This design comes from an exercise in tuning for small area, a short achievable clock period and few clock cycles per item on the open sky130 flow, not from production work. Only simulation tests tie the RTL to the original design; equivalence was not proved. Power figures rest on the tool's default switching activity, not on a simulated workload.

File: flow/run.sh
#!/bin/bash
# synth_recipe.tcl (not shown) runs the flow's synth.tcl, then flattens the netlist and writes it again
# the make line also repeats each setting of config.mk as NAME=value (left out here)
make -C /OpenROAD-flow-scripts/flow DESIGN_CONFIG=/design/flow/config.mk WORK_HOME=/design/flow/orfs CLKGATE_MAP_FILE= SYNTH_SCRIPT=/design/flow/synth_recipe.tcl finish
File: flow/config.mk
export PLATFORM = sky130hd
export DESIGN_NAME = deque_top
export DESIGN_NICKNAME = deque_top
export VERILOG_FILES = /design/flow/design.v
export SDC_FILE = /design/flow/constraint.sdc
export NUM_CORES = 4
export LEC_CHECK = 0
export CAP_MARGIN = 20
export CORE_MARGIN = 2
export CORE_UTILIZATION = 55
export SETUP_SLACK_MARGIN = 2.8
export SLEW_MARGIN = 20
export TNS_END_PERCENT = 0
File: flow/constraint.sdc
create_clock -name core_clock -period 5.0 [get_ports {clk}]
set_input_delay 1.0000 -clock core_clock [delete_from_list [all_inputs] [get_ports {clk}]]
set_output_delay 1.0000 -clock core_clock [all_outputs]
set_load 0.01 [all_outputs]
File: flow/design.v
`timescale 1ns / 1ps
package cdq_pkg;
	localparam int DATA_W = 32;
	localparam int CMD_W  = 3;
	localparam int STAT_W = 2;
	localparam int OCC_W  = 5;
	localparam logic [CMD_W-1:0] CMD_PUSH_FRONT = 3'd0;
	localparam logic [CMD_W-1:0] CMD_PUSH_REAR  = 3'd1;
	localparam logic [CMD_W-1:0] CMD_POP_FRONT  = 3'd2;
	localparam logic [CMD_W-1:0] CMD_POP_REAR   = 3'd3;
	localparam logic [CMD_W-1:0] CMD_QUERY      = 3'd4;
	localparam logic [STAT_W-1:0] ST_DONE  = 2'd0;
	localparam logic [STAT_W-1:0] ST_FULL  = 2'd1;
	localparam logic [STAT_W-1:0] ST_EMPTY = 2'd2;
	typedef struct packed {
		logic [CMD_W-1:0]         cmd;
		logic signed [DATA_W-1:0] push_value;
	} cdq_req_t;
	typedef struct packed {
		logic [STAT_W-1:0]        status;
		logic signed [DATA_W-1:0] popped_value;
		logic signed [DATA_W-1:0] front_value;
		logic signed [DATA_W-1:0] rear_value;
		logic [OCC_W-1:0]         occupancy;
		logic                     is_empty;
		logic                     is_full;
	} cdq_rsp_t;
	typedef enum logic {
		CDQ_IDLE,
		CDQ_POP
	} cdq_state_t;
endpackage
`timescale 1ns / 1ps
module deque_top (
	input  logic        clk,
	input  logic        arst_n,
	input  logic        req_valid,
	output logic        req_ready,
	input  logic [2:0]  req_cmd,
	input  logic [31:0] req_value,
	output logic        rsp_valid,
	input  logic        rsp_ready,
	output logic [1:0]  rsp_status,
	output logic [31:0] rsp_popped,
	output logic [31:0] rsp_front,
	output logic [31:0] rsp_rear,
	output logic [4:0]  rsp_occupancy,
	output logic        rsp_empty,
	output logic        rsp_full
);
	localparam int RN = 14;    
	localparam int DW = 32;
	logic [4:0]    cnt_q;
	logic          empty_q;
	logic [3:0]    rp_h_q, rp_t_q;      
	logic [DW-1:0] ring_q [RN];
	logic [DW-1:0] front_q, rear_q;
	logic          rsp_valid_q;
	logic [1:0]    status_q;
	logic [DW-1:0] popped_q;
	logic          skid_v_q;
	logic [2:0]    skid_cmd_q;
	logic [DW-1:0] skid_val_q;
	logic          slot_free, run;
	logic [2:0]    cmd;
	logic [DW-1:0] value;
	assign req_ready = !skid_v_q;
	assign slot_free = !rsp_valid_q || rsp_ready;
	assign run       = (skid_v_q || req_valid) && slot_free;
	assign cmd       = skid_v_q ? skid_cmd_q : req_cmd;
	assign value     = skid_v_q ? skid_val_q : req_value;
	always_ff @(posedge clk or negedge arst_n) begin
		if (!arst_n)
			skid_v_q <= 1'b0;
		else if (skid_v_q)
			skid_v_q <= !slot_free;
		else
			skid_v_q <= req_valid && !slot_free;
	end
	always_ff @(posedge clk) begin
		if (!skid_v_q) begin
			skid_cmd_q <= req_cmd;
			skid_val_q <= req_value;
		end
	end
	logic is_push, is_pop, at_rear;
	assign is_push = (cmd[2:1] == 2'b00);
	assign is_pop  = (cmd[2:1] == 2'b01);
	assign at_rear = cmd[0];
	logic n1, n2, ge2, full;
	assign n1   = (cnt_q == 5'd1);
	assign n2   = (cnt_q == 5'd2);
	assign full = cnt_q[4];
	assign ge2  = !empty_q && !n1;
	logic push_ok, pop_ok, ring_push, ring_pop;
	assign push_ok   = is_push && !full;
	assign pop_ok    = is_pop && !empty_q;
	assign ring_push = push_ok && ge2;
	assign ring_pop  = pop_ok && ge2 && !n2;
	logic [3:0] h_prev, h_next, t_prev, t_next;
	assign h_prev = (rp_h_q == 4'd0)       ? 4'(RN - 1) : rp_h_q - 4'd1;
	assign h_next = (rp_h_q == 4'(RN - 1)) ? 4'd0       : rp_h_q + 4'd1;
	assign t_prev = (rp_t_q == 4'd0)       ? 4'(RN - 1) : rp_t_q - 4'd1;
	assign t_next = (rp_t_q == 4'(RN - 1)) ? 4'd0       : rp_t_q + 4'd1;
	logic [DW-1:0] near_w, far_w;
	assign near_w = at_rear ? rear_q : front_q;
	assign far_w  = at_rear ? front_q : rear_q;
	logic [DW-1:0] pop_w;
	logic [3:0]    raddr;
	assign raddr = at_rear ? rp_t_q : rp_h_q;
	always_comb begin
		pop_w = far_w & {DW{n2}};
		for (int i = 0; i < RN; i++)
			pop_w = pop_w | (ring_q[i] & {DW{!n2 && raddr == 4'(i)}});
	end
	logic [DW-1:0] end_d;
	always_comb begin
		if (is_push)
			end_d = value;
		else if (pop_ok && ge2)
			end_d = pop_w;
		else
			end_d = '0;
	end
	logic front_ld, rear_ld;
	assign front_ld = empty_q || (push_ok && !at_rear) || (pop_ok && (!at_rear || n1));
	assign rear_ld  = empty_q || (push_ok && at_rear)  || (pop_ok && (at_rear || n1));
	logic [4:0] cnt_d;
	always_comb begin
		cnt_d = cnt_q;
		if (push_ok)
			cnt_d = cnt_q + 5'd1;
		if (pop_ok)
			cnt_d = cnt_q - 5'd1;
	end
	always_ff @(posedge clk or negedge arst_n) begin
		if (!arst_n) begin
			cnt_q       <= '0;
			empty_q     <= 1'b1;
			rp_h_q      <= 4'd0;
			rp_t_q      <= 4'(RN - 1);
			rsp_valid_q <= 1'b0;
		end else begin
			if (run) begin
				cnt_q   <= cnt_d;
				empty_q <= (cnt_d == 5'd0);
				if (ring_push && !at_rear)
					rp_h_q <= h_prev;
				if (ring_pop && !at_rear)
					rp_h_q <= h_next;
				if (ring_push && at_rear)
					rp_t_q <= t_next;
				if (ring_pop && at_rear)
					rp_t_q <= t_prev;
			end
			if (slot_free)
				rsp_valid_q <= run;
		end
	end
	always_ff @(posedge clk) begin
		if (run && front_ld)
			front_q <= end_d;
		if (run && rear_ld)
			rear_q <= end_d;
		if (run) begin
			popped_q <= near_w & {DW{pop_ok}};
			status_q <= {is_pop && empty_q, is_push && full};
		end
	end
	logic [3:0] waddr;
	assign waddr = at_rear ? t_next : h_prev;
	for (genvar i = 0; i < RN; i++) begin : g_ring
		always_ff @(posedge clk) begin
			if (run && ring_push && waddr == 4'(i))
				ring_q[i] <= near_w;
		end
	end
	assign rsp_valid     = rsp_valid_q;
	assign rsp_status    = status_q;
	assign rsp_popped    = popped_q;
	assign rsp_front     = front_q;
	assign rsp_rear      = rear_q;
	assign rsp_occupancy = cnt_q;
	assign rsp_empty     = empty_q;
	assign rsp_full      = full;
endmodule
==> impl_metrics.yaml, run 1 <==
sta:
  timing.fmax_mhz: 354
  fin_crit_ns: 2.82
  drv_slew: 0
  tightest_slew_ns: 0.858
  tns_ns: 0
  max_slew_margin_pct: 42.6
  finalHoldViolations: 0
  skew_ns: 0.0276
  rsz0062_at_grt: "true"
  finalCritPeriodShare_pct: 56.5
  setup_violations: 0
clock_tree:
  clk_latency_ns: 0.64
  cts_root_buffer: "clkbuf_16"
  cts_tree: "done"
  clock_path_buffers: 3
  clk_pin_slew_ns: 0.06
  htreeDepth: 2
  cts_sinks: 597
  cts_made_buffers: 60
power_and_ir_drop:
  clkPwrFrac_pct: 32.1
  ir_drop_uv: 345
  seq_power_share_pct: 44.1
  p_comb_share_pct: 23.8
  intPower_uw: 9570
  leakage_uw: 0.00994
  power_switching_uw: 4100
  switching_share_pct: 30.0
  powerDensity_nw_per_um2: 463
  finalPower_uw: 13700
detailed_routing:
  dr.pass1.iters: 6
  highest_layer: "met4"
  first_iter_violations: 2089
  wirelength_um: 73200
  wl_met2_um: 34000
  dr_wl_met3_um: 7040
  drc_errors: 0
  vias_per_cell: 6.55
  avgRoutedWirePerCell_um: 29.7
  wl_met1_um: 29800
  final_antenna_net_count: 0
  num_vias: 16100
cells_and_area:
  multiInputGateArea_um2: 6410
  nets: 1868
  final_common_cell: "edfxtp_1"
  areaGrowthSynthToFinish_pct: 23.7
  drive_above_1_share_pct: 18.8
  antennaDiodeCount: 0
  nFillCells: 3014
  seqCellArea_um2: 17500
  final_core_util_pct: 68.8
  mostFrequentLayoutCells: "edfxtp_1 (546), nand2_1 (209), clkdlybuf4s50_1 (140), a22oi_1 (93), a21oi_1 (66)"
synthesis:
  ys_seq_area_share_pct: 73.3
  syn_inst: 1600
  synthFlopType: "edfxtp_1"
  synth_edf_count: 546
  async_flop_share_pct: 2.68
  synthMuxAreaShare_pct: 4.38
  ys_types: 77
  yosys_warnings: 2
  yosys.area_share.simple_pct: 7.08
  syn_nets: 1643
  synth_xor_area_share_pct: 0.293
  synth_top_family_by_area: "compound AO/OA/AOI/OAI gates"
  synth_area_leaders: "edfxtp_1 (69%), nand2_1 (3.4%), a22oi_1 (3.1%)"
  syn_area_per_cell_um2: 14.9
  synth_seq_cells: 597
  synth-compound-area-share_pct: 12.6
  netlist.area_leader.share_pct: 68.6
  yosys.area.top_type: "edfxtp_1"
  synth-adder-area-share_pct: 0.210
  syn_area_um2: 23900
critical_path:
  crit_slowest_cell: "a222oi_1"
  path_cells: "dlygate4sd2_1 > mux2i_4 > buf_12 > buf_4 > buf_4 > inv_4 > mux2i_2 > and2_4 > buf_6 > a222oi_1 > a31o_2 > o211ai_1"
  crit_top_cell: "buf_4"
  path_delay_family: "buffers and inverters"
  cp_slowest_stage_delay_ns: 0.39
  critPathCaptureType: "flip-flop"
  cp-start-kind: "input pin"
  crit_path_max_fanout: 11
  cp.buffers_inverters: 6
  critPathArrivalTime_ns: 3.19
  crit_required_ns: 5.36
  crit_type: "input pin to flip-flop"
global_routing:
  grt_start_max_net_pins: 36
  antenna_found_initial: 0
  track_usage_pct: 32.5
  grt_overflow: 0
  grt_pass1_vias: 15500
  grt_first_pass_wirelength_um: 104000
floorplan:
  fp.dieH_um: 212
  core-area_um2: 43000
  io_pins: 146
  row_count: 76
  die_x_um: 212
  dieArea_um2: 45100
  initial_core_util_pct: 55.6
placed_design:
  globalplace.congestion: 0.804
  dpl.hpwl_um: 38900
  io_buffers: 145
worst_hold_path:
  min_path_type: "flip-flop to flip-flop"
run_status:
  status: "no timing/DRC/antenna violations"
flow_run:
  drv_cap: 0
-- cells in the mapped netlist, types with 10 or more instances --
cell and number:
nor2_1 47, o22ai_1 26, a22oi_1 98, o21ai_0 36
mux2i_1 36, inv_1 12, nand2_1 216, a32oi_1 16
a222oi_1 26, edfxtp_1 546, clkbuf_1 52, dfrtp_1 12
a221oi_1 15, o221ai_1 10, a2111oi_0 13, o2bb2ai_1 11
a22o_1 10, nand3_1 20, buf_2 34, a31oi_1 10
dfxtp_1 35, mux2_2 45, a221o_1 13, a21oi_1 71
-- layer usage --
metal | GRT usage (%) | vias to the layer above
met2 | 51.0 | 894
met4 | 11.0 | 0
li1 | - | 6839
met5 | 0 | -
met1 | 46.8 | 8239
met3 | 5.18 | 141
-- power groups by stage --
| stage | clock network (uW) | registers, uW | logic (uW) |
|---|---|---|---|
| 3_5_place_dp | 0 | 6110 | 2710 |
| 3_3_place_gp | 0 | 6110 | 2670 |
| 2_1_floorplan | 0 | 5980 | 1780 |
| 6_report | 4380 | 6020 | 3260 |
| 4_1_cts | 4430 | 6010 | 3120 |
| 5_1_grt | 4610 | 6040 | 3440 |
-- state kept, by name (all words and copies together) (netlist names) --
| register | count |
|---|---|
| rsp_valid_q | 1 |
| skid_cmd_q | 3 |
| empty_q | 1 |
| front_q | 32 |
| skid_val_q | 32 |
| popped_q | 32 |
| skid_v_q | 1 |
| rear_q | 32 |
| cnt_q | 5 |
| rp_t_q | 4 |
| ring_q | 448 |
| status_q | 2 |
| rp_h_q | 4 |
-- repair_timing --
action                      CTS  global route
pin swaps                    23            16
setup endpoints to repair  1187          1175
resized for setup           142            24
buffers inserted             38            14
hold buffers                  0             0
gates cloned                 11             1
-- cells by family after synthesis --
family / count (synthesis)
buffers and inverters: 116
and+or+nand+nor: 370
xor gates and xnor gates: 8
AOI/OAI and AO/OA: 413
muxes: 92
adders and majority gates: 4
DFF: 597
-- final timing paths --
path	from	end	slack [ns]	depth (start not counted)
max	req_cmd[0]	rear_q[23]$_DFFE_PP_	2.18	12
min	skid_val_q[8]$_DFF_P_	skid_val_q[8]$_DFF_P_	0.47	1
max reg2reg	skid_v_q$_DFF_PN0_	rear_q[23]$_DFFE_PP_	2.22	12
min reg2reg	skid_val_q[8]$_DFF_P_	skid_val_q[8]$_DFF_P_	0.47	1
max in group asynchronous	arst_n	rp_h_q[1]$_DFFE_PN0P_	3.55	1
min in group asynchronous	arst_n	cnt_q[0]$_DFFE_PN0P_	0.85	1
-- per-stage QoR --
step	instance area [um^2]	cells	hold WS, ns	worst slack [ns]
floorplan	24000	1600	0.444	1.67
global placement	26300	2284	0.452	0.876
detailed placement	26300	2284	0.457	0.839
CTS	29300	2445	0.475	2.28
global route	29500	2460	0.491	2.15
finish	29500	2460	0.472	2.18
-- cell type report --
type / instances / area share [%]
clock buffers: 83 / 5.62
clock inverters: 29 / 0.838
inverters: 13 / 0.220
multi-input cells: 892 / 21.7
flip-flops and latches: 597 / 59.3
well taps: 585 / 2.48
repair buffers: 259 / 9.81
repair inverters: 2 / 0.0508
Testbench counts, summed over its fixed seeds: cycles 48,008, commands 48,000.
==> run 2: changes to the inputs <==
--- a/flow/design.v
+++ b/flow/design.v
@@ -108,8 +108,12 @@
 	logic [DW-1:0] pop_w;
-	logic [3:0]    raddr;
-	assign raddr = at_rear ? rp_t_q : rp_h_q;
+	logic [RN-1:0] h_oh, t_oh, rsel;
 	always_comb begin
+		for (int i = 0; i < RN; i++) begin
+			h_oh[i] = !n2 && (rp_h_q == 4'(i));
+			t_oh[i] = !n2 && (rp_t_q == 4'(i));
+		end
+		rsel  = at_rear ? t_oh : h_oh;
 		pop_w = far_w & {DW{n2}};
 		for (int i = 0; i < RN; i++)
-			pop_w = pop_w | (ring_q[i] & {DW{!n2 && raddr == 4'(i)}});
+			pop_w = pop_w | (ring_q[i] & {DW{rsel[i]}});
 	end
==> run 2 against run 1 <==
Still clean on timing, DRC and antenna. Via count fell by 0.94%. Design area is 0.53% lower. Sequential cell count did not move. Sequential share of layout area grew 0.31 points. Utilization fell by 0.060 points. Clock skew fell by 0.017 ns. Worst hold slack better by 0.0032 ns. Count of clock-buffer cells in the layout down 9. Synthesized cell count grew 0.75%. Critical endpoint is now rear_q[3]$_DFFE_PP_. Largest power group unchanged.
==> impl_metrics.yaml, run 2 <==
run_status:
  status: "no timing/DRC/antenna violations"
synthesis:
  synthTopCellsByCount: "edfxtp_1 (546), nand2_1 (249), a21oi_1 (87)"
  synth_edf_count: 546
  syn_area_per_cell_um2: 14.7
  ys_seq_area_share_pct: 73.8
  async_flop_share_pct: 2.68
  yosys_warnings: 2
  netlist.area_leader.share_pct: 69.2
  yosys.area.top_type: "edfxtp_1"
  syn_area_um2: 23700
  syn_inst: 1612
  synthFlopType: "edfxtp_1"
  syn_nets: 1655
  yosysMostFrequentCell: "edfxtp_1"
  synth_area_leaders: "edfxtp_1 (69%), nand2_1 (3.9%), dfxtp_1 (3.0%)"
  synth_seq_cells: 597
  ys_types: 71
clock_tree:
  cts_tree: "done"
  clock_path_buffers: 3
  cts_root_buffer: "clkbuf_16"
  clk_pin_slew_ns: 0.06
  cts_made_buffers: 59
  cts_hold_buf: 0
  clk_latency_ns: 0.62
  cts_sinks: 597
  htreeDepth: 2
global_routing:
  grt_start_max_net_pins: 40
  track_usage_pct: 32.8
  grt_pass1_vias: 15400
  grt_first_pass_wirelength_um: 104000
  grt_overflow: 0
  antenna_found_initial: 0
critical_path:
  reg2reg_from: "skid_v_q$_DFF_PN0_"
  r2r_end: "rear_q[3]$_DFFE_PP_"
  worst-r2r-setup-slack_ns: 2.10
  crit_type: "input pin to flip-flop"
  path_cells: "dlygate4sd2_1 > mux2i_4 > inv_6 > buf_4 > mux2_2 > nor2_2 > buf_4 > buf_4 > a22oi_1 > nand2_1 > o31a_1"
  crit_top_cell: "buf_4"
  cp_slowest_stage_delay_ns: 0.31
  critPathArrivalTime_ns: 3.28
  cp-start-kind: "input pin"
  crit_slowest_cell: "o31a_1"
  crit_required_ns: 5.36
  r2r_cells: 11
  crit_path_max_fanout: 22
  critPathCaptureType: "flip-flop"
power_and_ir_drop:
  powerDensity_nw_per_um2: 481
  finalPower_uw: 14200
  leakage_uw: 0.0100
  ir_drop_uv: 455
sta:
  tightest_slew_ns: 0.732
  setup_slack_ns: 2.09
  max_slew_margin_pct: 51.1
  fin_crit_ns: 2.91
  timing.fmax_mhz: 343
  drv_slew: 0
  tns_ns: 0
  skew_ns: 0.0109
  setup_violations: 0
  rsz0062_at_grt: "true"
  finalHoldViolations: 0
  finalCritPeriodShare_pct: 58.3
cells_and_area:
  nFillCells: 2947
  final_common_cell: "edfxtp_1"
  areaGrowthSynthToFinish_pct: 24.0
  antennaDiodeCount: 0
  drive_above_1_share_pct: 18.1
  largest_reg_flops: 448
  top_register: "ring_q"
  mostFrequentLayoutCells: "edfxtp_1 (546), nand2_1 (242), clkdlybuf4s50_1 (143), a21oi_1 (83), a22oi_1 (80)"
  nets: 1889
floorplan:
  fp.dieH_um: 212
  core-area_um2: 42800
  io_pins: 146
  row_count: 76
  dieArea_um2: 44800
  die_x_um: 212
  initial_core_util_pct: 55.4
detailed_routing:
  wirelength_um: 73100
  vias_per_cell: 6.54
  first_iter_violations: 1975
  avgRoutedWirePerCell_um: 30.0
  dr.pass1.iters: 6
  final_antenna_net_count: 0
  drc_errors: 0
  num_vias: 16000
worst_hold_path:
  worstHoldStart: "skid_val_q[25]$_DFF_P_"
  whs_endpoint: "skid_val_q[25]$_DFF_P_"
  hold-path-cell-count: 1
  min_path_type: "flip-flop to flip-flop"
placed_design:
  dpl.hpwl_um: 41200
  globalplace.congestion: 0.814
  io_buffers: 145
  pre_cts_ws_ns: 0.749
flow_run:
  drv_cap: 0
==> run 2: changes by cell type in the layout (fill, tap and decap cells not counted), sizes merged, moves of 8 or more <==
cell and change:
nand2 +33, inv +16, buf +11, a22oi -17, nand4 +8, o21ai -10, mux2 -23, mux2i +12
o31a +13, a21oi +12, a221oi +19, o221ai -10, clkbuf -9
==> run 2: cell type report <==
| class | instances | area (um^2) | area share, % |
|---|---|---|---|
| clock inverters | 37 | 343 | 1.17 |
| flip-flops and latches | 597 | 17500 | 59.6 |
| well taps | 546 | 683 | 2.32 |
| repair buffers | 271 | 2900 | 9.88 |
| repair inverters | 1 | 6.26 | 0.0213 |
| multi-input cells | 885 | 6230 | 21.2 |
| inverters | 31 | 128 | 0.434 |
| clock buffers | 74 | 1580 | 5.39 |
==> run 2: where the power goes <==
| group | total, uW | internal [uW] | switching (uW) |
|---|---|---|---|
| sequential | 6220 | 5920 | 301 |
| clock | 4410 | 2550 | 1860 |
| combinational | 3520 | 1410 | 2110 |
==> run 2: kinds of logic after synthesis <==
kind of cell | Yosys count | share of synthesized area, %
buffers and inverters | 131 | 2.31
AOI/OAI and AO/OA | 393 | 11.9
muxes | 82 | 3.76
and+or+nand+nor | 396 | 7.65
adders and majority gates | 4 | 0.211
DFF | 597 | 73.8
xor gates and xnor gates | 9 | 0.332
==> run 2: worst max-delay path by stage <==
stage,startpoint,endpoint,slack (ns),cells after the start
final,req_cmd[0],rear_q[3]$_DFFE_PP_,2.09,11
after global routing,req_cmd[2],rp_h_q[2]$_DFFE_PN0P_,2.08,8
after CTS,skid_v_q$_DFF_PN0_,front_q[7]$_DFFE_PP_,2.16,11
after detailed placement,req_cmd[0],front_q[28]$_DFFE_PP_,0.75,9
after global placement,req_cmd[0],front_q[28]$_DFFE_PP_,0.85,9
after floorplan,req_cmd[0],ring_q[1][0]$_DFFE_PP_,1.99,9
==> run 2: metal layers <==
metal / GRT usage (%) / routed length, um / up-vias
li1: - / - / 6843
met1: 44.9 / 28800 / 8115
met2: 54.4 / 35600 / 864
met3: 5.03 / 6620 / 139
met4: 10.8 / 2160 / 0
met5: 0 / 0 / -
==> run 2: worst max-delay path: cells and delay by family <==
kind	cells	cell delay (ns)
buf+inv	5	1.07
mux	2	0.52
compound gates	2	0.52
simple gates	2	0.15
==> run 2: what timing repair did <==
action / in CTS / in global routing
cloned: 7 / 1
setup endpoints to repair: 1201 / 1183
buffers inserted: 54 / 4
pin swaps: 28 / 6
endpoints found under the hold margin: 0 / 0
gates resized for setup: 92 / 35
==> run 2: per-stage QoR <==
step	hold slack, ns	util [%]	std cells	area [um^2]
after floorplan	0.441	-	1612	24000
after global placement	0.457	61.4	2265	26300
after detailed placement	0.462	61.4	2265	26300
after CTS	0.479	68.2	2437	29200
after global routing	0.494	68.7	2442	29400
final	0.475	68.7	2442	29400
Testbench counts of run 2, summed over its fixed seeds: cycles 48,008, commands 48,000.
==> run 3: changes to the inputs <==
--- a/flow/design.v
+++ b/flow/design.v
@@ -107,13 +107,11 @@
 	assign far_w  = at_rear ? front_q : rear_q;
-	logic [DW-1:0] pop_w;
-	logic [RN-1:0] h_oh, t_oh, rsel;
+	logic [DW-1:0] pop_w, rd_h, rd_t;
 	always_comb begin
+		rd_h = '0;
+		rd_t = '0;
 		for (int i = 0; i < RN; i++) begin
-			h_oh[i] = !n2 && (rp_h_q == 4'(i));
-			t_oh[i] = !n2 && (rp_t_q == 4'(i));
+			rd_h = rd_h | (ring_q[i] & {DW{rp_h_q == 4'(i)}});
+			rd_t = rd_t | (ring_q[i] & {DW{rp_t_q == 4'(i)}});
 		end
-		rsel  = at_rear ? t_oh : h_oh;
-		pop_w = far_w & {DW{n2}};
-		for (int i = 0; i < RN; i++)
-			pop_w = pop_w | (ring_q[i] & {DW{rsel[i]}});
+		pop_w = n2 ? far_w : (at_rear ? rd_t : rd_h);
 	end
==> run 3 against run 2 <==
Design area rose by 22%. First-iteration DRC count grew to 3.0 times the previous value. Area after synthesis grew 18%. Worst hold slack lost 0.0019 ns. Worst setup slack worse by 0.0023 ns. Fmax about the same. Non-clock buffer count rose by 186. Sequential cell count unchanged. Register-to-register slack hardly changed. Count of clock-buffer cells in the layout shrank 4. Combinational power increased by 100%. Global-route usage increased by 16 points.
==> impl_metrics.yaml, run 3 <==
clock_tree:
  clock_path_buffers: 3
  cts_tree: "done"
  cts_hold_buf: 0
  clk_latency_ns: 0.70
  htreeDepth: 2
  cts_root_buffer: "clkbuf_16"
  clk_pin_slew_ns: 0.06
  cts_made_buffers: 60
  cts_sinks: 597
synthesis:
  async_flop_share_pct: 2.68
  synth_edf_count: 546
  ys_types: 86
  synthTopCellsByCount: "edfxtp_1 (546), a22oi_1 (184), nand2_1 (172)"
  syn_inst: 2133
  netlist.area_leader.share_pct: 58.6
  yosysMostFrequentCell: "edfxtp_1"
  yosys.area.top_type: "edfxtp_1"
  syn_area_per_cell_um2: 13.1
  syn_nets: 2176
  synth_area_leaders: "edfxtp_1 (59%), a22oi_1 (4.9%), mux2_2 (3.9%)"
  yosys_warnings: 2
  ys_seq_area_share_pct: 62.6
  syn_area_um2: 28000
  synth_seq_cells: 597
  synthFlopType: "edfxtp_1"
detailed_routing:
  first_iter_violations: 5886
  vias_per_cell: 7.97
  drc_errors: 0
  avgRoutedWirePerCell_um: 41.6
  dr.pass1.iters: 14
  wirelength_um: 133000
  num_vias: 25500
  final_antenna_net_count: 0
sta:
  setup_slack_ns: 2.09
  tns_ns: 0
  tightest_slew_ns: 1.11
  setup_violations: 0
  drv_slew: 0
  max_slew_margin_pct: 26.0
  skew_ns: 0.0470
  timing.fmax_mhz: 343
  rsz0062_at_grt: "true"
  fin_crit_ns: 2.91
  finalCritPeriodShare_pct: 58.3
  finalHoldViolations: 0
run_status:
  status: "no timing/DRC/antenna violations"
critical_path:
  crit_slowest_cell: "and3_1"
  critPathArrivalTime_ns: 3.42
  crit_required_ns: 5.50
  cp_slowest_stage_delay_ns: 0.65
  r2r_end: "rear_q[18]$_DFFE_PP_"
  cp-start-kind: "flip-flop"
  crit_type: "flip-flop to flip-flop"
  path_cells: "buf_12 > and3_1 > a22oi_1 > o22ai_1 > o21ai_0 > o21ai_1"
  crit_path_max_fanout: 36
  path_delay_family: "compound AO/OA/AOI/OAI gates"
  reg2reg_from: "rp_h_q[3]$_DFFE_PN0P_"
  worst-r2r-setup-slack_ns: 2.09
  cp.buffers_inverters: 1
  r2r_cells: 6
  critPathCaptureType: "flip-flop"
power_and_ir_drop:
  finalPower_uw: 17800
  leakage_uw: 0.0127
  ir_drop_uv: 352
  powerDensity_nw_per_um2: 494
cells_and_area:
  design_area_um2: 36000
  nFillCells: 3316
  areaGrowthSynthToFinish_pct: 28.7
  final_core_util_pct: 71.7
  mostFrequentLayoutCells: "edfxtp_1 (546), buf_4 (206), a22oi_1 (184), nand2_1 (165), clkdlybuf4s50_1 (137)"
  final_common_cell: "edfxtp_1"
  nets: 2517
  largest_reg_flops: 448
  top_register: "ring_q"
  drive_above_1_share_pct: 27.5
worst_hold_path:
  hold-path-cell-count: 1
  whs_endpoint: "skid_val_q[23]$_DFF_P_"
  min_path_type: "flip-flop to flip-flop"
  worstHoldStart: "skid_val_q[23]$_DFF_P_"
flow_run:
  drv_cap: 0
floorplan:
  core-area_um2: 50200
  dieArea_um2: 52700
  fp.dieH_um: 230
  die_x_um: 230
  initial_core_util_pct: 55.8
  io_pins: 146
  row_count: 82
placed_design:
  dpl.hpwl_um: 78300
  pre_cts_ws_ns: 0.978
  io_buffers: 145
  globalplace.congestion: 1.04
  dpl-instance-area_um2: 30900
global_routing:
  grt_start_max_net_pins: 78
  antenna_found_initial: 11
  grt_pass1_vias: 23100
  grt_first_pass_wirelength_um: 180000
  grt_overflow: 0
  track_usage_pct: 49.1
-- run 3: timing repair --
action / in CTS / in global routing
pin swaps: 42 / 22
gates resized for setup: 203 / 61
gates cloned: 13 / 3
endpoints found under the setup margin: 1211 / 1172
buffers inserted: 121 / 52
-- run 3: power breakdown --
part | switching [uW] | internal (uW)
sequential | 198 | 5740
clock | 2030 | 2660
combinational | 4670 | 2480
-- run 3: worst max-delay path by stage --
stage | start | end | slack, ns | depth (start not counted)
2_1_floorplan | req_cmd[2] | ring_q[0][0]$_DFFE_PP_ | 1.86 | 5
3_3_place_gp | rsp_ready | ring_q[4][7]$_DFFE_PP_ | 0.97 | 7
3_5_place_dp | rsp_ready | ring_q[4][7]$_DFFE_PP_ | 0.98 | 7
4_1_cts | skid_v_q$_DFF_PN0_ | ring_q[0][18]$_DFFE_PP_ | 2.33 | 10
5_1_grt | skid_v_q$_DFF_PN0_ | front_q[24]$_DFFE_PP_ | 2.19 | 12
6_report | rp_h_q[3]$_DFFE_PN0P_ | rear_q[18]$_DFFE_PP_ | 2.09 | 6
-- run 3: layout make-up --
| cell class | count | area, um^2 | share of cell area (%) |
|---|---|---|---|
| repair buffers | 457 | 5020 | 13.9 |
| flip-flops and latches | 597 | 17500 | 48.7 |
| multi-input cells | 1344 | 10500 | 29.2 |
| inverters | 14 | 63.8 | 0.177 |
| diodes | 7 | 17.5 | 0.0487 |
| clock inverters | 41 | 394 | 1.09 |
| well taps | 672 | 841 | 2.34 |
| clock buffers | 70 | 1610 | 4.48 |
-- run 3: metal layers --
layer | track usage, % | part of all wire, % | vias to the layer above
li1 | - | - | 9384
met3 | 28.2 | 20 | 962
met1 | 60.4 | 32 | 12100
met5 | 2.30 | 0.33 | -
met2 | 65.2 | 38 | 3070
met4 | 32.1 | 9.6 | 20
-- run 3: cells by family (layout without fill, tap and decap cells) --
kind of cell | count (synthesis) | in the layout | synth area share (%)
compound gates | 674 | 674 | 17.6
fa+ha+maj | 4 | 4 | 0.179
other cells | 0 | 7 | 0
buf+inv | 192 | 582 | 3.05
mux | 203 | 203 | 7.87
simple gates | 458 | 458 | 8.61
xor+xnor | 5 | 5 | 0.157
flops | 597 | 597 | 62.6
-- run 3: per-stage QoR --
stage	hold WS, ns	std cells
global placement	0.456	2895
finish	0.474	3202
floorplan	0.449	2133
global route	0.494	3196
detailed placement	0.461	2895
CTS	0.474	3140
Testbench counts of run 3, summed over its fixed seeds: cycles 48,008, commands 48,000.
==> run 4: changes to the inputs <==
--- a/flow/design.v
+++ b/flow/design.v
@@ -104,6 +104,5 @@
 	assign t_next = (rp_t_q == 4'(RN - 1)) ? 4'd0       : rp_t_q + 4'd1;
-	logic [DW-1:0] near_w, far_w;
+	logic [DW-1:0] near_w;
 	assign near_w = at_rear ? rear_q : front_q;
-	assign far_w  = at_rear ? front_q : rear_q;
-	logic [DW-1:0] pop_w, rd_h, rd_t;
+	logic [DW-1:0] rd_h, rd_t, pop_f, pop_r;
 	always_comb begin
@@ -115,13 +114,8 @@
 		end
-		pop_w = n2 ? far_w : (at_rear ? rd_t : rd_h);
+		pop_f = !ge2 ? '0 : n2 ? rear_q  : rd_h;
+		pop_r = !ge2 ? '0 : n2 ? front_q : rd_t;
 	end
-	logic [DW-1:0] end_d;
-	always_comb begin
-		if (is_push)
-			end_d = value;
-		else if (pop_ok && ge2)
-			end_d = pop_w;
-		else
-			end_d = '0;
-	end
+	logic [DW-1:0] front_d, rear_d;
+	assign front_d = is_push ? value : pop_f;
+	assign rear_d  = is_push ? value : pop_r;
 	logic front_ld, rear_ld;
@@ -163,5 +157,5 @@
 		if (run && front_ld)
-			front_q <= end_d;
+			front_q <= front_d;
 		if (run && rear_ld)
-			rear_q <= end_d;
+			rear_q <= rear_d;
 		if (run) begin
--- a/flow/config.mk
+++ b/flow/config.mk
@@ -7,2 +7,3 @@
 export LEC_CHECK = 0
+export ABC_AREA = 1
 export CAP_MARGIN = 20
==> run 4 against run 3 <==
Combinational power is 15% lower. Critical path depth is 2 lower. Utilization is 3.5 points lower. Sequential cell count stayed put. Area after synthesis is 3.5% lower. Cell count is 17% higher. Via count is 11% lower. Sequential power is 6.2% higher. Clock power is 3% lower. Non-clock buffer count is 129 lower. Fmax is 15% higher.
==> impl_metrics.yaml, run 4 <==
detailed_routing:
  first_iter_violations: 3022
  avgRoutedWirePerCell_um: 25.3
  wirelength_um: 94500
  drc_errors: 0
  dr.pass1.iters: 6
  num_vias: 22800
  final_antenna_net_count: 0
  vias_per_cell: 6.11
power_and_ir_drop:
  switching_share_pct: 37.2
  leakage_uw: 0.0129
  ir_drop_uv: 360
  seq_power_share_pct: 37.3
  clkPwrFrac_pct: 26.9
  p_comb_share_pct: 35.8
  powerDensity_nw_per_um2: 510
  power_switching_uw: 6300
  intPower_uw: 10600
  finalPower_uw: 16900
cells_and_area:
  largest_reg_flops: 448
  final_common_cell: "nand2_1"
  mostFrequentLayoutCells: "nand2_1 (1,271), edfxtp_1 (546), nand4_1 (183), nor2_1 (171), buf_4 (119)"
  areaGrowthSynthToFinish_pct: 23.0
  nets: 3109
  top_register: "ring_q"
  drive_above_1_share_pct: 13.5
  antennaDiodeCount: 0
  design_area_um2: 33200
  stdcell_count: 3735
sta:
  finalHoldViolations: 0
  max_slew_margin_pct: 36.2
  drv_slew: 0
  setup_violations: 0
  finalCritPeriodShare_pct: 50.8
  tightest_slew_ns: 0.951
  fin_crit_ns: 2.54
  timing.fmax_mhz: 394
  skew_ns: 0.0130
  tns_ns: 0
  rsz0062_at_grt: "true"
clock_tree:
  clk_pin_slew_ns: 0.06
  cts_sinks: 597
  cts_tree: "done"
  clock_path_buffers: 3
  cts_root_buffer: "clkbuf_16"
  htreeDepth: 2
  cts_made_buffers: 61
  clk_latency_ns: 0.63
  cts_hold_buf: 0
global_routing:
  antenna_found_initial: 1
  track_usage_pct: 37.0
  grt_pass1_vias: 21700
  grt_start_max_net_pins: 40
  grt_first_pass_wirelength_um: 136000
  grt_overflow: 0
placed_design:
  dpl.hpwl_um: 50300
  placed_cells: 3510
  io_buffers: 145
  globalplace.congestion: 0.856
  dpl-instance-area_um2: 29500
critical_path:
  crit_type: "flip-flop to output port"
  crit_path_max_fanout: 3
  crit_required_ns: 4.00
  critPathArrivalTime_ns: 1.54
  cp-start-kind: "flip-flop"
  critPathCaptureType: "output port"
synthesis:
  syn_area_per_cell_um2: 9.65
  synthTopCellsByCount: "nand2_1 (1,286), edfxtp_1 (546), nor2_1 (198)"
  yosys.area.top_type: "edfxtp_1"
  ys_types: 37
  async_flop_share_pct: 2.68
  netlist.area_leader.share_pct: 60.7
  ys_seq_area_share_pct: 64.8
  syn_area_um2: 27000
  synthFlopType: "edfxtp_1"
  syn_inst: 2798
  yosysMostFrequentCell: "nand2_1"
  syn_nets: 2841
  synth_edf_count: 546
  synth_area_leaders: "edfxtp_1 (61%), nand2_1 (18%), nand4_1 (4.2%)"
  yosys_warnings: 2
  synth_seq_cells: 597
floorplan:
  core-area_um2: 48600
  initial_core_util_pct: 55.5
  row_count: 81
  dieArea_um2: 50900
  io_pins: 146
  die_x_um: 226
  fp.dieH_um: 226
flow_run:
  drv_cap: 0
worst_hold_path:
  min_path_type: "flip-flop to flip-flop"
run_status:
  status: "no timing/DRC/antenna violations"
run 4: cell count changes after synthesis, moves of 97 or more:
cell,change
mux2_2,-97
a22oi_1,-184
mux2i_1,-102
nand4_1,+175
nor2_1,+142
nand2_1,+1114
run 4: critical path, cell delays in order, from the launching register on:
cell	delay (ns)
dfrtp_4	0.54
inv_12	0.08
buf_12	0.10
buf_12	0.09
buf_6	0.09
run 4: through the flow:
step / utilization [%] / worst slack [ns] / hold WS [ns]
floorplan: - / 2.19 / 0.423
global placement: 60.7 / 1.15 / 0.436
detailed placement: 60.7 / 1.02 / 0.439
CTS: 67.9 / 2.51 / 0.454
global route: 68.2 / 2.40 / 0.467
finish: 68.2 / 2.46 / 0.450
run 4: per-layer routing:
metal | track usage, % | share of wire (%) | wire [um] | vias up
met5 | 0 | 0.012 | 11 | -
met4 | 17.9 | 4.9 | 4640 | 2
met3 | 8.74 | 13 | 11900 | 284
met2 | 57.9 | 45 | 42700 | 1516
met1 | 49.0 | 37 | 35100 | 11000
li1 | - | - | - | 10000
run 4: path summary, 6_finish.rpt:
| path | from | end | slack, ns | cells after the start |
|---|---|---|---|---|
| max in group asynchronous | arst_n | skid_v_q$_DFF_PN0_ | 3.58 | 1 |
| max | skid_v_q$_DFF_PN0_ | req_ready | 2.46 | 4 |
| max reg2reg | skid_v_q$_DFF_PN0_ | ring_q[3][27]$_DFFE_PP_ | 2.46 | 14 |
| min | skid_val_q[4]$_DFF_P_ | skid_val_q[4]$_DFF_P_ | 0.45 | 2 |
| min in group asynchronous | arst_n | cnt_q[3]$_DFFE_PN0P_ | 0.83 | 1 |
| min reg2reg | skid_val_q[4]$_DFF_P_ | skid_val_q[4]$_DFF_P_ | 0.45 | 2 |
run 4: layout make-up:
cell class	instances	area, um^2
clock buffers	69	1600
clock inverters	41	390
fillers	3645	15400
inverters	108	439
multi-input cells	1968	8990
flip-flops and latches	597	17500
well taps	622	778
repair buffers	328	3470
repair inverters	2	17.5
run 4: power by group through the flow:
stage | Combinational (uW) | Sequential (uW) | Clock (uW)
6_report | 6070 | 6310 | 4560
5_1_grt | 6550 | 6340 | 4780
4_1_cts | 5850 | 6300 | 4600
3_5_place_dp | 5510 | 6420 | 0
3_3_place_gp | 5400 | 6420 | 0
2_1_floorplan | 3390 | 6450 | 0
run 4: repair_timing:
item / in CTS / in global routing
gates resized for setup: 231 / 13
buffers inserted: 87 / 9
pin swaps: 24 / 8
gates cloned: 16 / 3
setup endpoints to repair: 1142 / 1039
run 4: kinds of logic (layout without fill, tap and decap cells):
| family | after synthesis | count (layout) | share of synthesized area, % |
|---|---|---|---|
| adder cells (fa/ha/maj) | 4 | 4 | 0.185 |
| AND/OR/NAND/NOR | 1799 | 1802 | 27.7 |
| AO/OA/AOI/OAI | 157 | 157 | 3.29 |
| buffers and inverters | 236 | 548 | 3.87 |
| XOR/XNOR | 5 | 5 | 0.162 |
| flip-flops | 597 | 597 | 64.8 |
Testbench counts of run 4, summed over its fixed seeds: cycles 48,008, commands 48,000.
==> run 5: changes to the inputs <==
--- a/flow/design.v
+++ b/flow/design.v
@@ -165,7 +165,15 @@
 	end
-	logic [3:0] waddr;
-	assign waddr = at_rear ? t_next : h_prev;
+	logic          room;
+	logic [RN-1:0] wsel_h, wsel_t, we;
+	assign room = ge2 && !full;
+	always_comb begin
+		for (int i = 0; i < RN; i++) begin
+			wsel_h[i] = room && (h_prev == 4'(i));
+			wsel_t[i] = room && (t_next == 4'(i));
+			we[i]     = run && is_push && (at_rear ? wsel_t[i] : wsel_h[i]);
+		end
+	end
 	for (genvar i = 0; i < RN; i++) begin : g_ring
 		always_ff @(posedge clk) begin
-			if (run && ring_push && waddr == 4'(i))
+			if (we[i])
 				ring_q[i] <= near_w;
--- a/flow/config.mk
+++ b/flow/config.mk
@@ -11,3 +11,3 @@
 export CORE_UTILIZATION = 55
-export SETUP_SLACK_MARGIN = 2.8
+export SETUP_SLACK_MARGIN = 2.6
 export SLEW_MARGIN = 20
==> run 5 against run 4 <==
Sequential share of layout area rose by 1.9 points. Sequential power is 3.3% lower. Design area shrank 3.6%.
==> impl_metrics.yaml, run 5 <==
flow_run:
  drv_cap: 0
cells_and_area:
  mostFrequentLayoutCells: "nand2_1 (1,224), edfxtp_1 (546), nor2_1 (183), nand4_1 (146), clkdlybuf4s50_1 (144)"
  top_register: "ring_q"
  drive_above_1_share_pct: 9.99
  nets: 3035
  areaGrowthSynthToFinish_pct: 17.8
  largest_reg_flops: 448
  final_common_cell: "nand2_1"
synthesis:
  synth_edf_count: 546
  syn_inst: 2828
  yosysMostFrequentCell: "nand2_1"
  synth_seq_cells: 597
  syn_area_per_cell_um2: 9.61
  yosys.area.top_type: "edfxtp_1"
  yosys_warnings: 2
  netlist.area_leader.share_pct: 60.3
  synthTopCellsByCount: "nand2_1 (1,238), edfxtp_1 (546), nor2_1 (202)"
  synthFlopType: "edfxtp_1"
  ys_seq_area_share_pct: 64.4
  async_flop_share_pct: 2.68
  syn_area_um2: 27200
  ys_types: 36
  syn_nets: 2871
  synth_area_leaders: "edfxtp_1 (60%), nand2_1 (17%), nand4_1 (3.4%)"
floorplan:
  die_x_um: 226
  initial_core_util_pct: 55.7
  row_count: 81
  core-area_um2: 48800
  io_pins: 146
  dieArea_um2: 51200
  fp.dieH_um: 226
detailed_routing:
  drc_errors: 0
  avgRoutedWirePerCell_um: 24.7
  vias_per_cell: 5.96
  num_vias: 22100
  final_antenna_net_count: 0
  first_iter_violations: 3044
  wirelength_um: 91800
  dr.pass1.iters: 5
clock_tree:
  cts_tree: "done"
  clock_path_buffers: 3
  cts_made_buffers: 61
  htreeDepth: 2
  cts_sinks: 597
  clk_latency_ns: 0.65
  clk_pin_slew_ns: 0.06
  cts_hold_buf: 0
  cts_root_buffer: "clkbuf_16"
sta:
  timing.fmax_mhz: 369
  setup_violations: 0
  rsz0062_at_grt: "true"
  max_slew_margin_pct: 29.3
  tns_ns: 0
  finalHoldViolations: 0
  skew_ns: 0.0327
  setup_slack_ns: 2.29
  tightest_slew_ns: 1.05
  finalCritPeriodShare_pct: 54.2
  drv_slew: 0
  fin_crit_ns: 2.71
critical_path:
  r2r_cells: 10
  crit_required_ns: 4.00
  path_cells: "clkdlybuf4s50_1"
  crit_slowest_cell: "clkdlybuf4s50_1"
  critPathCaptureType: "output port"
  cp.buffers_inverters: 1
  critPathArrivalTime_ns: 1.71
  cp-start-kind: "flip-flop"
  worst-r2r-setup-slack_ns: 2.34
  crit_path_max_fanout: 7
  crit_type: "flip-flop to output port"
  path_delay_family: "buffers and inverters"
  cp_slowest_stage_delay_ns: 0.60
  cp.depth: 1
global_routing:
  antenna_found_initial: 0
  track_usage_pct: 36.0
  grt_start_max_net_pins: 52
  grt_first_pass_wirelength_um: 132000
  grt_pass1_vias: 21100
  grt_overflow: 0
placed_design:
  pre_cts_ws_ns: 1.20
  dpl.hpwl_um: 51500
  io_buffers: 145
  globalplace.congestion: 0.882
power_and_ir_drop:
  ir_drop_uv: 327
  powerDensity_nw_per_um2: 498
  leakage_uw: 0.0124
run_status:
  status: "no timing/DRC/antenna violations"
worst_hold_path:
  min_path_type: "flip-flop to flip-flop"
  hold-path-cell-count: 2
[run 5: cell count changes in the layout (fill, tap and decap cells not counted), sizes merged, moves of 31 or more]
| cell | change |
|---|---|
| clkdlybuf4s50 | +106 |
| dlygate4sd2 | -105 |
| buf | -100 |
| nand2 | -39 |
| nand4 | -37 |
| inv | +31 |
[run 5: through the flow]
stage,util (%),instance area [um^2],hold slack [ns],instances,total power (uW)
after floorplan,-,27500,0.423,2828,9450
after global placement,60.7,29700,0.436,3574,11200
after detailed placement,60.7,29700,0.440,3575,11300
after CTS,65.2,31900,0.457,3705,15800
after global routing,65.5,32000,0.468,3708,16600
final,65.5,32000,0.458,3709,16000
[run 5: final cells by class]
cell class	instances	area [um^2]
Sequential cell	597	17500
Fill cell	3871	16800
Multi-Input combinational cell	1965	8890
Timing Repair Buffer	228	2270
Clock buffer	74	1630
Tap cell	664	831
Inverter	139	542
Clock inverter	41	354
Antenna cell	1	2.50
[run 5: repair_timing]
item | CTS | global route
setup buffers | 15 | 0
hold endpoints to repair | 0 | 0
gates resized for setup | 19 | 25
gates cloned | 0 | 0
endpoints found under the setup margin | 1182 | 1126
pin swaps | 5 | 0
[run 5: path summary, 6_finish.rpt]
kind / startpoint / end
max: cnt_q[0]$_DFFE_PN0P_ / rsp_occupancy[0]
min: skid_cmd_q[2]$_DFF_P_ / skid_cmd_q[2]$_DFF_P_
max reg2reg: rp_h_q[3]$_DFFE_PN0P_ / front_q[31]$_DFFE_PP_
min reg2reg: skid_cmd_q[2]$_DFF_P_ / skid_cmd_q[2]$_DFF_P_
max in group asynchronous: arst_n / skid_v_q$_DFF_PN0_
min in group asynchronous: arst_n / rp_h_q[1]$_DFFE_PN0P_
[run 5: kinds of logic after synthesis]
| kind of cell | count (synthesis) | synth area share, % |
|---|---|---|
| AOI/OAI and AO/OA | 204 | 4.24 |
| and+or+nand+nor | 1750 | 26.7 |
| adders and majority gates | 4 | 0.184 |
| xor gates and xnor gates | 7 | 0.225 |
| buffers and inverters | 266 | 4.31 |
| DFF | 597 | 64.4 |
[run 5: routing by layer]
layer,part of all wire [%],up-vias,global-route usage [%]
li1,-,9832,-
met1,39,10500,49.6
met2,45,1468,55.9
met3,12,279,7.00
met4,4.4,0,16.2
met5,0,-,0
[run 5: power breakdown]
group	internal, uW	switching [uW]
logic	1630	3710
registers	5940	166
clock network	2570	1950
total	10100	5830
Testbench counts of run 5, summed over its fixed seeds: cycles 48,008, commands 48,000.
==> run 6: changes to the inputs <==
--- a/flow/design.v
+++ b/flow/design.v
@@ -60,5 +60,2 @@
 	logic [DW-1:0] popped_q;
-	logic          skid_v_q;
-	logic [2:0]    skid_cmd_q;
-	logic [DW-1:0] skid_val_q;
 	logic          slot_free, run;
@@ -66,21 +63,7 @@
 	logic [DW-1:0] value;
-	assign req_ready = !skid_v_q;
 	assign slot_free = !rsp_valid_q || rsp_ready;
-	assign run       = (skid_v_q || req_valid) && slot_free;
-	assign cmd       = skid_v_q ? skid_cmd_q : req_cmd;
-	assign value     = skid_v_q ? skid_val_q : req_value;
-	always_ff @(posedge clk or negedge arst_n) begin
-		if (!arst_n)
-			skid_v_q <= 1'b0;
-		else if (skid_v_q)
-			skid_v_q <= !slot_free;
-		else
-			skid_v_q <= req_valid && !slot_free;
-	end
-	always_ff @(posedge clk) begin
-		if (!skid_v_q) begin
-			skid_cmd_q <= req_cmd;
-			skid_val_q <= req_value;
-		end
-	end
+	assign req_ready = slot_free;
+	assign run       = req_valid && slot_free;
+	assign cmd       = req_cmd;
+	assign value     = req_value;
 	logic is_push, is_pop, at_rear;
@@ -104,18 +87,26 @@
 	assign t_next = (rp_t_q == 4'(RN - 1)) ? 4'd0       : rp_t_q + 4'd1;
-	logic [DW-1:0] near_w;
+	logic [DW-1:0] near_w, far_w;
 	assign near_w = at_rear ? rear_q : front_q;
-	logic [DW-1:0] rd_h, rd_t, pop_f, pop_r;
+	assign far_w  = at_rear ? front_q : rear_q;
+	logic [DW-1:0] pop_w;
+	logic [RN-1:0] h_oh, t_oh, rsel;
 	always_comb begin
-		rd_h = '0;
-		rd_t = '0;
 		for (int i = 0; i < RN; i++) begin
-			rd_h = rd_h | (ring_q[i] & {DW{rp_h_q == 4'(i)}});
-			rd_t = rd_t | (ring_q[i] & {DW{rp_t_q == 4'(i)}});
+			h_oh[i] = !n2 && (rp_h_q == 4'(i));
+			t_oh[i] = !n2 && (rp_t_q == 4'(i));
 		end
-		pop_f = !ge2 ? '0 : n2 ? rear_q  : rd_h;
-		pop_r = !ge2 ? '0 : n2 ? front_q : rd_t;
+		rsel  = at_rear ? t_oh : h_oh;
+		pop_w = far_w & {DW{n2}};
+		for (int i = 0; i < RN; i++)
+			pop_w = pop_w | (ring_q[i] & {DW{rsel[i]}});
 	end
-	logic [DW-1:0] front_d, rear_d;
-	assign front_d = is_push ? value : pop_f;
-	assign rear_d  = is_push ? value : pop_r;
+	logic [DW-1:0] end_d;
+	always_comb begin
+		if (is_push)
+			end_d = value;
+		else if (pop_ok && ge2)
+			end_d = pop_w;
+		else
+			end_d = '0;
+	end
 	logic front_ld, rear_ld;
@@ -157,5 +148,5 @@
 		if (run && front_ld)
-			front_q <= front_d;
+			front_q <= end_d;
 		if (run && rear_ld)
-			rear_q <= rear_d;
+			rear_q <= end_d;
 		if (run) begin
@@ -165,15 +156,7 @@
 	end
-	logic          room;
-	logic [RN-1:0] wsel_h, wsel_t, we;
-	assign room = ge2 && !full;
-	always_comb begin
-		for (int i = 0; i < RN; i++) begin
-			wsel_h[i] = room && (h_prev == 4'(i));
-			wsel_t[i] = room && (t_next == 4'(i));
-			we[i]     = run && is_push && (at_rear ? wsel_t[i] : wsel_h[i]);
-		end
-	end
+	logic [3:0] waddr;
+	assign waddr = at_rear ? t_next : h_prev;
 	for (genvar i = 0; i < RN; i++) begin : g_ring
 		always_ff @(posedge clk) begin
-			if (we[i])
+			if (run && ring_push && waddr == 4'(i))
 				ring_q[i] <= near_w;
--- a/flow/config.mk
+++ b/flow/config.mk
@@ -7,7 +7,6 @@
 export LEC_CHECK = 0
-export ABC_AREA = 1
 export CAP_MARGIN = 20
 export CORE_MARGIN = 2
-export CORE_UTILIZATION = 55
-export SETUP_SLACK_MARGIN = 2.6
+export CORE_UTILIZATION = 45
+export SETUP_SLACK_MARGIN = 2.5
 export SLEW_MARGIN = 20
==> run 6 against run 5 <==
Largest power group unchanged. Non-clock buffer count grew 60. Fmax shrank 0.79%. Clock power shrank 3%. Area after synthesis shrank 11%. Combinational power shrank about 20%.
==> impl_metrics.yaml, run 6 <==
run_status:
  status: "no timing/DRC/antenna violations"
power_and_ir_drop:
  clkPwrFrac_pct: 30.8
  powerDensity_nw_per_um2: 459
  p_comb_share_pct: 30.0
  intPower_uw: 9620
  power_switching_uw: 4560
  leakage_uw: 0.0101
  seq_power_share_pct: 39.2
  ir_drop_uv: 292
  switching_share_pct: 32.2
global_routing:
  grt_overflow: 0
  antenna_found_initial: 0
  grt_pass1_vias: 16200
  grt_first_pass_wirelength_um: 108000
  track_usage_pct: 26.2
  grt_start_max_net_pins: 59
sta:
  skew_ns: 0.0245
  timing.fmax_mhz: 366
  rsz0062_at_grt: "true"
  finalCritPeriodShare_pct: 54.6
  tns_ns: 0
  tightest_slew_ns: 0.787
  finalHoldViolations: 0
  drv_slew: 0
  fin_crit_ns: 2.73
  setup_slack_ns: 2.27
  setup_violations: 0
  max_slew_margin_pct: 47.4
cells_and_area:
  areaGrowthSynthToFinish_pct: 27.2
  mostFrequentLayoutCells: "edfxtp_1 (546), clkdlybuf4s50_1 (139), o21ai_0 (96), a21oi_1 (84), buf_4 (79)"
  top_register: "ring_q"
  final_common_cell: "edfxtp_1"
  largest_reg_flops: 448
  nets: 1914
  drive_above_1_share_pct: 26.5
critical_path:
  critPathCaptureType: "flip-flop"
  crit_required_ns: 5.37
  critPathArrivalTime_ns: 3.10
  crit_start: "cnt_q[3]$_DFFE_PN0P_"
  crit_type: "flip-flop to flip-flop"
  crit_path_max_fanout: 35
  cp-start-kind: "flip-flop"
  reg2reg_from: "cnt_q[3]$_DFFE_PN0P_"
detailed_routing:
  drc_errors: 0
  final_antenna_net_count: 0
  first_iter_violations: 2036
  wirelength_um: 75600
  dr.pass1.iters: 7
  num_vias: 16800
  avgRoutedWirePerCell_um: 28.9
  vias_per_cell: 6.41
synthesis:
  syn_area_um2: 24300
  netlist.area_leader.share_pct: 67.6
  synthTopCellsByCount: "edfxtp_1 (546), a21oi_1 (101), o21ai_0 (96)"
  yosys_warnings: 2
  synth_seq_cells: 561
  synth_area_leaders: "edfxtp_1 (68%), mux2_2 (3.0%), a21oi_1 (2.1%)"
  syn_nets: 1697
  yosys.area.top_type: "edfxtp_1"
  syn_inst: 1654
  synth_edf_count: 546
  yosysMostFrequentCell: "edfxtp_1"
  ys_seq_area_share_pct: 69.1
  async_flop_share_pct: 2.67
  synthFlopType: "edfxtp_1"
  syn_area_per_cell_um2: 14.7
  ys_types: 75
floorplan:
  die_x_um: 236
  fp.dieH_um: 236
  dieArea_um2: 55800
  core-area_um2: 53600
  io_pins: 146
  row_count: 85
  initial_core_util_pct: 45.3
clock_tree:
  clk_pin_slew_ns: 0.06
  clk_latency_ns: 0.64
  cts_made_buffers: 58
  cts_root_buffer: "clkbuf_16"
  clock_path_buffers: 3
  htreeDepth: 2
  cts_sinks: 561
  cts_tree: "done"
flow_run:
  drv_cap: 0
worst_hold_path:
  worstHoldStart: "rp_h_q[2]$_DFFE_PN0P_"
  min_path_type: "flip-flop to flip-flop"
placed_design:
  pre_cts_ws_ns: 0.761
  io_buffers: 145
  dpl.hpwl_um: 40800
  globalplace.congestion: 0.801
## run 6: changes by cell type in the layout (fill, tap and decap cells not counted), sizes merged, moves of 43 or more
cell and delta:
nand2 -1178, nor2 -201, nand4 -145, nand3 -91
inv -80, mux2 +66, buf +57, o221ai +55
a21oi +43
## run 6: path summary, 6_finish.rpt
path,to,slack (ns),cells after the start
worst max-delay path,front_q[14]$_DFFE_PP_,2.27,7
worst max register to register,front_q[14]$_DFFE_PP_,2.27,7
max in group asynchronous,cnt_q[3]$_DFFE_PN0P_,3.60,1
min in group asynchronous,cnt_q[2]$_DFFE_PN0P_,0.83,1
worst min register to register,rp_h_q[2]$_DFFE_PN0P_,0.56,1
worst min-delay path,rp_h_q[2]$_DFFE_PN0P_,0.56,1
## run 6: cells by family after synthesis
group | after synthesis | share of synthesized area [%]
flops | 561 | 69.1
compound gates | 521 | 15.9
simple gates | 278 | 7.12
buf+inv | 201 | 3.71
mux | 81 | 3.68
xor+xnor | 8 | 0.289
fa+ha+maj | 4 | 0.206
## run 6: metal layers
metal / routed length (um) / global-route usage [%] / share of wire, % / up-vias
met5: 0 / 0 / 0 / -
met4: 2040 / 7.73 / 2.7 / 0
met3: 6740 / 4.92 / 8.9 / 127
met2: 35800 / 42.3 / 47 / 844
met1: 31000 / 36.3 / 41 / 8636
li1: - / - / - / 7151
## run 6: timing repair
action,in CTS,in global routing
hold buffers,0,0
setup buffers,51,24
pin swaps,32,31
cloned,13,4
setup endpoints to repair,725,703
gates resized for setup,144,92
## run 6: layout make-up
type	instances	area (um^2)
repair buffers	288	3230
inverters	60	230
clock inverters	34	370
fillers	4158	22700
flip-flops and latches	561	16800
diodes	1	2.50
clock buffers	72	1550
well taps	696	871
multi-input cells	902	7810
## run 6: through the flow
step	instance area, um^2	hold slack, ns	cells	total power (uW)	util (%)
after floorplan	24500	0.612	1654	7690	-
final	30900	0.558	2614	14200	57.6
after detailed placement	26700	0.662	2415	8790	49.9
after global routing	30900	0.588	2613	14600	57.6
after global placement	26700	0.638	2415	8730	49.9
after CTS	30000	0.654	2585	13800	56.0
## run 6: power by group through the flow
stage | combinational (uW) | sequential, uW | clock (uW)
finish | 4260 | 5550 | 4370
global route | 4460 | 5560 | 4610
CTS | 3790 | 5560 | 4420
detailed placement | 3130 | 5660 | 0
global placement | 3080 | 5650 | 0
floorplan | 2200 | 5490 | 0
## run 6: worst max-delay path, stage by stage, from the launching register on
cell	delay (ns)
dfrtp_4	0.51
buf_12	0.16
or4b_4	0.62
buf_4	0.19
buf_8	0.19
a32o_2	0.33
a2111oi_4	0.34
a21oi_2	0.10
Testbench counts of run 6, summed over its fixed seeds: cycles 48,008, commands 48,000.
==> run 7: changes to the inputs <==
==> flow/flow/run.sh (new file) <==
#!/bin/bash
# Layout flow: the standard ORFS flow, with plain buf_2 cells as the
# port buffers instead of the delay cells buffer_ports picks by itself.
set -euo pipefail
cd "$(dirname "$0")/.."
export BUFFER_PORTS_ARGS="-buffer_cell sky130_fd_sc_hd__buf_2"
bash standard.sh finish > flow_standard.log 2>&1
==> flow/standard.sh (new file) <==
#!/bin/bash
# synth_recipe.tcl (not shown) runs the flow's synth.tcl, then flattens the netlist and writes it again
# the make line also repeats each setting of config.mk as NAME=value (left out here)
make -C /OpenROAD-flow-scripts/flow DESIGN_CONFIG=/design/flow/config.mk WORK_HOME=/design/flow/orfs CLKGATE_MAP_FILE= SYNTH_SCRIPT=/design/flow/synth_recipe.tcl "${@:-finish}"
removed: flow/run.sh
==> run 7 against run 6 <==
Still clean on timing, DRC and antenna. Synthesized cell count unchanged. Count of clock-buffer cells in the layout unchanged. Combinational power decreased by 1%. Design area decreased by 3.2%. Critical path type unchanged. Highest routed layer is now met5.
==> impl_metrics.yaml, run 7 <==
critical_path:
  crit_required_ns: 5.35
  cp-start-kind: "flip-flop"
  cp_slowest_stage_delay_ns: 0.57
  crit_path_max_fanout: 22
  cp.buffers_inverters: 3
  critPathCaptureType: "flip-flop"
  path_delay_family: "compound AO/OA/AOI/OAI gates"
  path_cells: "inv_2 > ha_4 > or4b_4 > buf_12 > buf_16 > a32o_1 > a2111oi_4 > a21oi_2"
  crit_slowest_cell: "or4b_4"
  crit_type: "flip-flop to flip-flop"
  cp.depth: 8
  r2r_cells: 8
  critPathArrivalTime_ns: 3.11
global_routing:
  antenna_found_initial: 2
  grt_start_max_net_pins: 67
  grt_first_pass_wirelength_um: 110000
  grt_pass1_vias: 16400
  track_usage_pct: 26.9
  grt_overflow: 0
sta:
  finalHoldViolations: 0
  tightest_slew_ns: 0.855
  tns_ns: 0
  skew_ns: 0.0238
  timing.fmax_mhz: 363
  drv_slew: 0
  fin_crit_ns: 2.76
  setup_violations: 0
  finalCritPeriodShare_pct: 55.2
  max_slew_margin_pct: 42.9
  rsz0062_at_grt: "true"
clock_tree:
  clk_latency_ns: 0.63
  clk_pin_slew_ns: 0.07
  cts_sinks: 561
  htreeDepth: 2
  cts_hold_buf: 0
  cts_tree: "done"
  clock_path_buffers: 3
  cts_root_buffer: "clkbuf_16"
  cts_made_buffers: 58
synthesis:
  synth_seq_cells: 561
  yosys_warnings: 2
  syn_inst: 1654
  async_flop_share_pct: 2.67
  yosysMostFrequentCell: "edfxtp_1"
  synth_area_leaders: "edfxtp_1 (68%), mux2_2 (3.0%), a21oi_1 (2.1%)"
  syn_nets: 1697
  netlist.area_leader.share_pct: 67.6
  syn_area_per_cell_um2: 14.7
  ys_seq_area_share_pct: 69.1
  ys_types: 75
  yosys.area.top_type: "edfxtp_1"
  synthTopCellsByCount: "edfxtp_1 (546), a21oi_1 (101), o21ai_0 (96)"
  synthFlopType: "edfxtp_1"
  syn_area_um2: 24300
  synth_edf_count: 546
cells_and_area:
  nFillCells: 4285
  final_common_cell: "edfxtp_1"
  top_register: "ring_q"
  largest_reg_flops: 448
  areaGrowthSynthToFinish_pct: 23.2
  multiInputGateArea_um2: 7850
  stdcell_count: 2598
  seqCellArea_um2: 16800
  drive_above_1_share_pct: 33.6
  antennaDiodeCount: 0
  mostFrequentLayoutCells: "edfxtp_1 (546), buf_2 (144), o21ai_0 (94), a21oi_1 (73), nand2_1 (73)"
  nets: 1901
floorplan:
  dieArea_um2: 55800
  io_pins: 146
  row_count: 85
  fp.dieH_um: 236
  core-area_um2: 53600
  die_x_um: 236
  initial_core_util_pct: 45.3
detailed_routing:
  vias_per_cell: 6.42
  first_iter_violations: 1904
  final_antenna_net_count: 0
  dr.pass1.iters: 7
  wirelength_um: 75800
  avgRoutedWirePerCell_um: 29.2
  drc_errors: 0
  num_vias: 16700
placed_design:
  dpl.hpwl_um: 40800
  placed_cells: 2416
  globalplace.congestion: 0.817
  io_buffers: 145
flow_run:
  drv_cap: 0
power_and_ir_drop:
  finalPower_uw: 14000
  ir_drop_uv: 306
  powerDensity_nw_per_um2: 467
  leakage_uw: 0.00995
worst_hold_path:
  min_path_type: "input pin to async pin"
run_status:
  status: "no timing/DRC/antenna violations"
run 7: cell count changes in the layout (fill, tap and decap cells not counted), sizes merged, moves of 2 or more:
| cell | delta |
|---|---|
| buf | +132 |
| bufbuf | +2 |
| bufinv | -3 |
| clkbuf | -4 |
| clkdlybuf4s50 | -139 |
| dlygate4sd2 | -3 |
| o211a | -2 |
| o21ai | +2 |
run 7: path summary, 6_finish.rpt:
| check | slack [ns] | end | start |
|---|---|---|---|
| max | 2.24 | front_q[10]$_DFFE_PP_ | cnt_q[0]$_DFFE_PN0P_ |
| min | 0.28 | cnt_q[3]$_DFFE_PN0P_ | arst_n |
| max reg2reg | 2.24 | front_q[10]$_DFFE_PP_ | cnt_q[0]$_DFFE_PN0P_ |
| min reg2reg | 0.64 | cnt_q[0]$_DFFE_PN0P_ | cnt_q[0]$_DFFE_PN0P_ |
| max in group asynchronous | 4.40 | empty_q$_DFFE_PN1P_ | arst_n |
| min in group core_clock | 0.64 | cnt_q[0]$_DFFE_PN0P_ | cnt_q[0]$_DFFE_PN0P_ |
run 7: layer usage:
metal | part of all wire [%] | GRT usage, % | vias to the layer above
met5 | 0.017 | 0 | -
met4 | 3.6 | 10.5 | 2
met3 | 9.1 | 4.72 | 168
met2 | 47 | 42.7 | 893
met1 | 41 | 37.1 | 8490
li1 | - | - | 7122
run 7: stage by stage:
stage          instance area, um^2  setup slack, ns  util [%]  hold slack (ns)
5_1_grt                      29900             2.23      55.8            0.308
3_3_place_gp                 26000             1.11      48.5            0.646
4_1_cts                      29800             2.36      55.6            0.270
6_report                     29900             2.24      55.8            0.279
2_1_floorplan                24500             1.43         -            0.612
3_5_place_dp                 26000             1.02      48.5            0.648
run 7: area by class of cell:
cell class,count,area share [%]
Sequential cell,561,56.2
Multi-Input combinational cell,902,26.3
Timing Repair Buffer,275,7.81
Clock buffer,72,5.10
Tap cell,696,2.91
Clock inverter,32,0.892
Inverter,60,0.762
run 7: where the power goes:
part | switching [uW] | internal [uW] | leakage, uW
registers | 247 | 5330 | 0.00512
clock network | 1810 | 2360 | 0.000877
logic | 2560 | 1650 | 0.00396
run 7: cell families (layout without fill, tap and decap cells):
family | after synthesis | after routing | synth area share [%]
fa+ha+maj | 4 | 4 | 0.206
simple gates | 278 | 285 | 7.12
xor+xnor | 8 | 8 | 0.289
compound gates | 521 | 524 | 15.9
buf+inv | 201 | 439 | 3.71
flops | 561 | 561 | 69.1
mux | 81 | 81 | 3.68
run 7: worst reg2reg max path, cell delays in order, from the launching register on:
cell and delay (ns):
dfrtp_2 0.42, inv_2 0.08, ha_4 0.18, or4b_4 0.57, buf_12 0.20, buf_16 0.18, a32o_1 0.29, a2111oi_4 0.46
a21oi_2 0.12
run 7: what timing repair did:
action                     4_1_cts  5_1_grt
pin swaps                       55        3
setup endpoints to repair      606      592
gates resized for setup        219       14
cloned                          17        0
buffers inserted                57        4

port drivers added, routing unchanged:
The results above use ideal ports. As a check the final layouts listed here were re-extracted and re-timed, cells and wires unchanged. Step 1: set_driving_cell puts a clkbuf_16 on clk and a buf_2 on each other input, an assumption about the parent block. Step 2 adds t to the input delays and takes it off the output delays; t is the mean of the earliest and latest rising clock arrival at the registers after step 1. Input paths then give back, and output paths get back, about the clock's delay inside the block. a / b / c = ideal / step 1 / step 2; a / b = the first two.
run	t (ns)	slack for setup (ns)	worst hold slack (ns)	worst slew at a driven data input, ns	cell pins on the clock port's net
run 1	0.682	2.177 / 2.206 / 1.524	0.472 / 0.472 / 0.472	0.06	1
run 2	0.670	2.087 / 2.100 / 1.448	0.475 / 0.475 / 0.475	0.08	1
run 3	0.734	2.085 / 2.085 / 1.543	0.474 / 0.474 / 0.474	0.06	1
run 4	0.690	2.460 / 2.400 / 1.810	0.450 / 0.450 / 0.450	0.06	1
run 5	0.694	2.290 / 2.227 / 1.650	0.458 / 0.458 / 0.458	0.07	1
run 6	0.684	2.268 / 2.237 / 1.552	0.558 / 0.558 / 0.558	0.13	1
run 7	0.672	2.242 / 2.220 / 1.548	0.279 / 0.245 / 0.639	0.12	1
After both steps every run listed still meets setup and hold. For run 6, which loses most, drivers alone change the setup slack by -0.031 ns; drivers and shift together by -0.716 ns.
